Background: an optimization exercise with open tools, aiming at small area, a short achievable clock period and few clock cycles. Do not read the settings as production practice.
RTL that was checked went through simulation tests only; none was proved equivalent to the original.
Power is estimated from default activity; no workload was simulated.

Design axi_mem_slave, start of the top module:
module axi_mem_slave (
    input  logic                 clk,
    input  logic                 resetn,
    input  logic                 awvalid,
    input  axi_bus_pkg::id_t     awid,
    input  axi_bus_pkg::addr_t   awaddr,
    input  axi_bus_pkg::len_t    awlen,
    input  axi_bus_pkg::size_t   awsize,
    input  axi_bus_pkg::burst_t  awburst,
    output logic                 awready,
    input  logic                 wvalid,
    input  axi_bus_pkg::data_t   wdata,
    input  axi_bus_pkg::id_t     wid,
    input  axi_bus_pkg::strb_t   wstrb,
    input  logic                 wlast,
    output logic                 wready,
    input  logic                 bready,
    output logic                 bvalid,
    output axi_bus_pkg::resp_t   bresp,
    output axi_bus_pkg::id_t     bid,
    input  logic                 arvalid,
    input  axi_bus_pkg::id_t     arid,
    input  axi_bus_pkg::addr_t   araddr,
    input  axi_bus_pkg::len_t    arlen,
    input  axi_bus_pkg::size_t   arsize,
    input  axi_bus_pkg::burst_t  arburst,
    output logic                 arready,
    input  logic                 rready,
    output logic                 rvalid,
    output axi_bus_pkg::data_t   rdata,
    output logic                 rlast,
    output axi_bus_pkg::resp_t   rresp,
    output axi_bus_pkg::id_t     rid
);
    function automatic axi_bus_pkg::resp_t req_resp(axi_bus_pkg::addr_t addr, axi_bus_pkg::size_t size);
        if (addr >= axi_bus_pkg::MEM_BYTES)
            req_resp = axi_bus_pkg::RESP_SLVERR;
        else if (size > axi_bus_pkg::MAX_SIZE)
            req_resp = axi_bus_pkg::RESP_DECERR;
        else
            req_resp = axi_bus_pkg::RESP_OKAY;
    endfunction
    logic        aw_wait;
    logic        wready_q;
    logic        bvalid_q;
    logic [3:0]  w_len;
    logic [3:0]  w_num;
    logic        w_fixed;
    axi_bus_pkg::resp_t bresp_q;
    axi_bus_pkg::id_t   bid_q;
    logic        pend_valid;
    logic [31:0] pend_data;
    logic [3:0]  pend_strb;
    logic [6:0]  pend_addr;
    logic hs_aw, hs_w, hs_b;
    logic w_done;
    logic mem_wr_en;
    assign hs_aw = awvalid && aw_wait;
    assign hs_w  = wvalid && wready_q;
    assign hs_b  = bvalid_q && bready;
    assign w_done = (hs_w && (aw_wait ? (hs_aw && awlen == 4'd0) : (w_len == w_num)))
  ...
Settings: LEC_CHECK=0, CAP_MARGIN=20, CORE_MARGIN=2, CORE_UTILIZATION=40, CTS_BUF_LIST=sky130_fd_sc_hd__clkbuf_4 sky130_fd_sc_hd__clkbuf_8, SETUP_SLACK_MARGIN=5, SLEW_MARGIN=20; clock period 10.0 ns.
run.sh (not shown) runs the stock make flow with config.mk's settings and CLKGATE_MAP_FILE= SYNTH_SCRIPT=/design/flow/synth_recipe.tcl, a recipe that flattens the netlist after the stock synthesis.
==> next run, changes <==
CORE_UTILIZATION = 25   (was 40)
SETUP_SLACK_MARGIN = unset   (was 5)
Sequential cell count stays the same.
Global-route usage came out lower by 7.5 points.
Design area came out higher by a few percent.
Synthesized cell count does not change.
Core utilization came out lower by 17 points.
Worst setup slack got worse by 0.18 ns.
Power barely changes.
No functional check of the RTL was part of any run of this note.


Setup of the previous run:
Another version of the RTL of axi_mem_slave (not shown whole).
Size in the first run: ~1200 flip-flops, about 48000 um^2 of cells after synthesis.
==> flow/config.mk <==
export PLATFORM = sky130hd
export DESIGN_NAME = axi_mem_slave
export DESIGN_NICKNAME = axi_mem_slave
export VERILOG_FILES = /design/flow/design.v
export SDC_FILE = /design/flow/constraint.sdc
export NUM_CORES = 4
export LEC_CHECK = 0
export CAP_MARGIN = 20
export CORE_MARGIN = 2
export CORE_UTILIZATION = 65
export SLEW_MARGIN = 20
export SYNTH_HIERARCHICAL = 1
export SYNTH_MINIMUM_KEEP_SIZE = 0
==> flow/constraint.sdc <==
create_clock -name core_clock -period 10.0 [get_ports {clk}]
set_input_delay 2.0000 -clock core_clock [delete_from_list [all_inputs] [get_ports {clk}]]
set_output_delay 2.0000 -clock core_clock [all_outputs]
set_load 0.01 [all_outputs]
standard.sh (not shown) runs the stock make flow with config.mk's settings and CLKGATE_MAP_FILE= SYNTH_SCRIPT=/design/flow/synth_recipe.tcl, a recipe that flattens the netlist after the stock synthesis.
==> flow/flow/run.sh <==
#!/bin/bash
# The standard layout (standard.sh, unchanged ORFS steps) with these settings:
#  - port buffers of buf_2 instead of the resizer's default pick (a slow delay cell)
#  - clock tree of clkbuf_16 with sink clusters of up to 30 flip-flops
#  - repair_timing aims for 6.8 ns of setup slack at the design's 10 ns clock
# ORFS writes each step's log under orfs/logs; make's own output goes to standard_run.log.
set -euo pipefail
bash standard.sh \
  "BUFFER_PORTS_ARGS=-buffer_cell sky130_fd_sc_hd__buf_2" \
  CTS_CLUSTER_SIZE=30 CTS_CLUSTER_DIAMETER=80 \
  "CTS_BUF_LIST=sky130_fd_sc_hd__clkbuf_16" \
  SETUP_SLACK_MARGIN=6.8 \
  finish > standard_run.log 2>&1
Testbench counts of the previous run, summed over its fixed seeds: cycles 32,135.
Changes in the current run relative to the previous run:
-- flow/flow/run.sh --
<<< the previous run, line 6
>>> the current run, line 6
#  - the resizer may change a cell for one of another footprint
<<< the previous run, line 12
  SETUP_SLACK_MARGIN=6.8 \
>>> the current run, line 13
  SETUP_SLACK_MARGIN=6.8 MATCH_CELL_FOOTPRINT=0 \
[summary]
The current run vs. the previous run: length of routed met3 wiring fell about 2.2%; worst hold slack fell 9.9 ps; total of cells resized after clock tree synthesis fell about 24%; worst vdd rail ir drop fell 19%.


axi_mem_slave, a different RTL version from the one above (not shown whole).
Size: about 3000 cells after synthesis, ~1200 flip-flops, roughly 190 I/O pins, about 48000 sq um of cells after synthesis.
clock: 10.0 ns
lec_check: 0
cap_margin: 20
core_margin: 2
core_utilization: 70
slew_margin: 20
synth_hierarchical: 1
synth_minimum_keep_size: 0
==> flow/flow/run.sh <==
#!/bin/bash
# The standard layout (standard.sh, unchanged ORFS steps) with these settings:
#  - port buffers of buf_2 instead of the resizer's default pick (a slow delay cell)
#  - clock tree of clkbuf_16 with sink clusters of up to 30 flip-flops
#  - repair_timing aims for 6.9 ns of setup slack at the design's 10 ns clock
# ORFS writes each step's log under orfs/logs; make's own output goes to standard_run.log.
set -euo pipefail
bash standard.sh \
  "BUFFER_PORTS_ARGS=-buffer_cell sky130_fd_sc_hd__buf_2" \
  CTS_CLUSTER_SIZE=30 CTS_CLUSTER_DIAMETER=80 \
  "CTS_BUF_LIST=sky130_fd_sc_hd__clkbuf_16" \
  SETUP_SLACK_MARGIN=6.9 \
  finish > standard_run.log 2>&1
The starting point passed the timing, DRC and antenna checks.
Testbench counts at the start, summed over its fixed seeds: cycles 32,135.
Change:
--- a/flow/flow/run.sh
+++ b/flow/flow/run.sh
@@ -4,3 +4,3 @@
 #  - clock tree of clkbuf_16 with sink clusters of up to 30 flip-flops
-#  - repair_timing aims for 6.9 ns of setup slack at the design's 10 ns clock
+#  - repair_timing aims for 6.8 ns of setup slack at the design's 10 ns clock
 # ORFS writes each step's log under orfs/logs; make's own output goes to standard_run.log.
@@ -11,3 +11,3 @@
   "CTS_BUF_LIST=sky130_fd_sc_hd__clkbuf_16" \
-  SETUP_SLACK_MARGIN=6.9 \
+  SETUP_SLACK_MARGIN=6.8 \
   finish > standard_run.log 2>&1
CORE_UTILIZATION = 75   (was 70)
Combinational power shrinks by a few percent.
Worst setup slack is better by 0.067 ns.
Power decreases slightly.
Cell count fell slightly.
Fmax grows by a few percent.
Worst hold slack is worse by 0.025 ns.
Count of clock-buffer cells in the layout came out lower by 1.
Die area fell by a few percent.
Change:
--- a/flow/flow/run.sh
+++ b/flow/flow/run.sh
@@ -5,2 +5,3 @@
 #  - repair_timing aims for 6.8 ns of setup slack at the design's 10 ns clock
+#  - the resizer may change a cell for one of another footprint
 # ORFS writes each step's log under orfs/logs; make's own output goes to standard_run.log.
@@ -11,3 +12,3 @@
   "CTS_BUF_LIST=sky130_fd_sc_hd__clkbuf_16" \
-  SETUP_SLACK_MARGIN=6.8 \
+  SETUP_SLACK_MARGIN=6.8 MATCH_CELL_FOOTPRINT=0 \
   finish > standard_run.log 2>&1
CORE_UTILIZATION = 65   (was 75)
Result: Area after synthesis stays the same; routed wire length grows slightly; via count shrinks by a few percent; sequential share of layout area shrinks by 0.19 points; flip-flop and latch count does not change; die area grows by about a fifth; hold slack improved by 0.0088 ns; core utilization shrinks by 11 points; power stays flat; design area stays flat.


Setup of P:
Another version of the RTL of axi_mem_slave (not shown whole).
Size: roughly 2500 cells after synthesis, ~48000 um^2 of cells after synthesis.
==> flow/config.mk <==
export PLATFORM = sky130hd
export DESIGN_NAME = axi_mem_slave
export DESIGN_NICKNAME = axi_mem_slave
export VERILOG_FILES = /design/flow/design.v
export SDC_FILE = /design/flow/constraint.sdc
export NUM_CORES = 4
export LEC_CHECK = 0
export CAP_MARGIN = 20
export CORE_MARGIN = 2
export CORE_UTILIZATION = 40
export SLEW_MARGIN = 20
==> flow/constraint.sdc <==
create_clock -name core_clock -period 10.0 [get_ports {clk}]
set_input_delay 2.0000 -clock core_clock [delete_from_list [all_inputs] [get_ports {clk}]]
set_output_delay 2.0000 -clock core_clock [all_outputs]
set_load 0.01 [all_outputs]
==> flow/flow/run.sh <==
#!/bin/bash
# The standard layout (standard.sh, unchanged ORFS steps) with these settings:
#  - port buffers of buf_2 instead of the resizer's default pick (a slow delay cell)
#  - repair_timing aims for 6.7 ns of setup slack at the design's 10 ns clock
# ORFS writes each step's log under orfs/logs; make's own output goes to standard_run.log.
set -euo pipefail
bash standard.sh \
  "BUFFER_PORTS_ARGS=-buffer_cell sky130_fd_sc_hd__buf_2" \
  SETUP_SLACK_MARGIN=6.7 \
  finish > standard_run.log 2>&1
Testbench counts of P, summed over its fixed seeds: cycles 32,135.
### P -> Q
==> flow/run.sh (new file) <==
#!/bin/bash
# synth_recipe.tcl (not shown) runs the flow's synth.tcl, then flattens the netlist and writes it again
# the make line also repeats each setting of config.mk as NAME=value (left out here)
make -C /OpenROAD-flow-scripts/flow DESIGN_CONFIG=/design/flow/config.mk WORK_HOME=/design/flow/orfs CLKGATE_MAP_FILE= SYNTH_SCRIPT=/design/flow/synth_recipe.tcl finish
-- flow/config.mk --
<<< P, line 9
export CORE_MARGIN = 2
export CORE_UTILIZATION = 40
export SLEW_MARGIN = 20
>>> Q, line 9
export CORE_MARGIN = 2
export CORE_UTILIZATION = 40
export CTS_BUF_LIST = sky130_fd_sc_hd__clkbuf_4 sky130_fd_sc_hd__clkbuf_8
export SETUP_SLACK_MARGIN = 5
export SLEW_MARGIN = 20
removed: flow/flow/run.sh
removed: flow/standard.sh
Notes after the runs:
As far as sequential power is concerned, P and Q perform about the same. Q ended up with a lower clock network power share than P did. [compare] base=P new=Q: fraction of area in multi-input gates -0.84 points; clock power -8.1%; largest fanout of any net on the critical path +15.

==> afterwards: timing with drivers on the ports <==
How much do the figures lean on ideal ports? The routed layouts below were timed once more, with nothing changed but the port constraints.
Step 1: set_driving_cell puts a clkbuf_16 on clk and a buf_2 on each other input, an assumption about the parent block.
Step 2 adds t to the input delays and takes it off the output delays; t is the mean of the earliest and latest rising clock arrival at the registers after step 1. Input paths then give back, and output paths get back, about the clock's delay inside the block.
Three values: no drivers, after step 1, after step 2; two values: the first two.
| run | t (ns) | setup WS [ns] | worst setup path at the end | clock arrival spread, ns | slew at the worst register clock pin (ns) |
|---|---|---|---|---|---|
| the first run of note 1 | 0.945 | 5.193 / 5.193 / 5.193 | register to register | 0.044 / 0.044 | 0.07 / 0.07 |
| the second run of note 1 | 0.966 | 5.013 / 5.013 / 5.013 | register to register | 0.104 / 0.104 | 0.07 / 0.07 |
| the previous run | 0.716 | 6.687 / 6.618 / 6.248 | input to register | 0.043 / 0.043 | 0.12 / 0.12 |
| the current run | 0.704 | 6.742 / 6.669 / 6.253 | input to register | 0.022 / 0.022 | 0.11 / 0.11 |
| the first run of note 3 | 0.704 | 6.715 / 6.650 / 6.309 | input to register | 0.032 / 0.031 | 0.11 / 0.11 |
| the second run of note 3 | 0.704 | 6.783 / 6.717 / 6.234 | input to register | 0.034 / 0.034 | 0.11 / 0.11 |
| the third run of note 3 | 0.698 | 6.768 / 6.701 / 6.191 | input to register | 0.021 / 0.021 | 0.11 / 0.11 |
| P | 0.767 | 6.659 / 6.616 / 6.019 | input to register | 0.020 / 0.020 | 0.07 / 0.07 |
| Q | 0.912 | 5.623 / 5.549 / 5.292 | input to register | 0.075 / 0.075 | 0.07 / 0.07 |
After both steps every run listed still meets setup and hold. For P, which loses most, drivers alone change the setup slack by -0.043 ns; drivers and shift together by -0.640 ns.
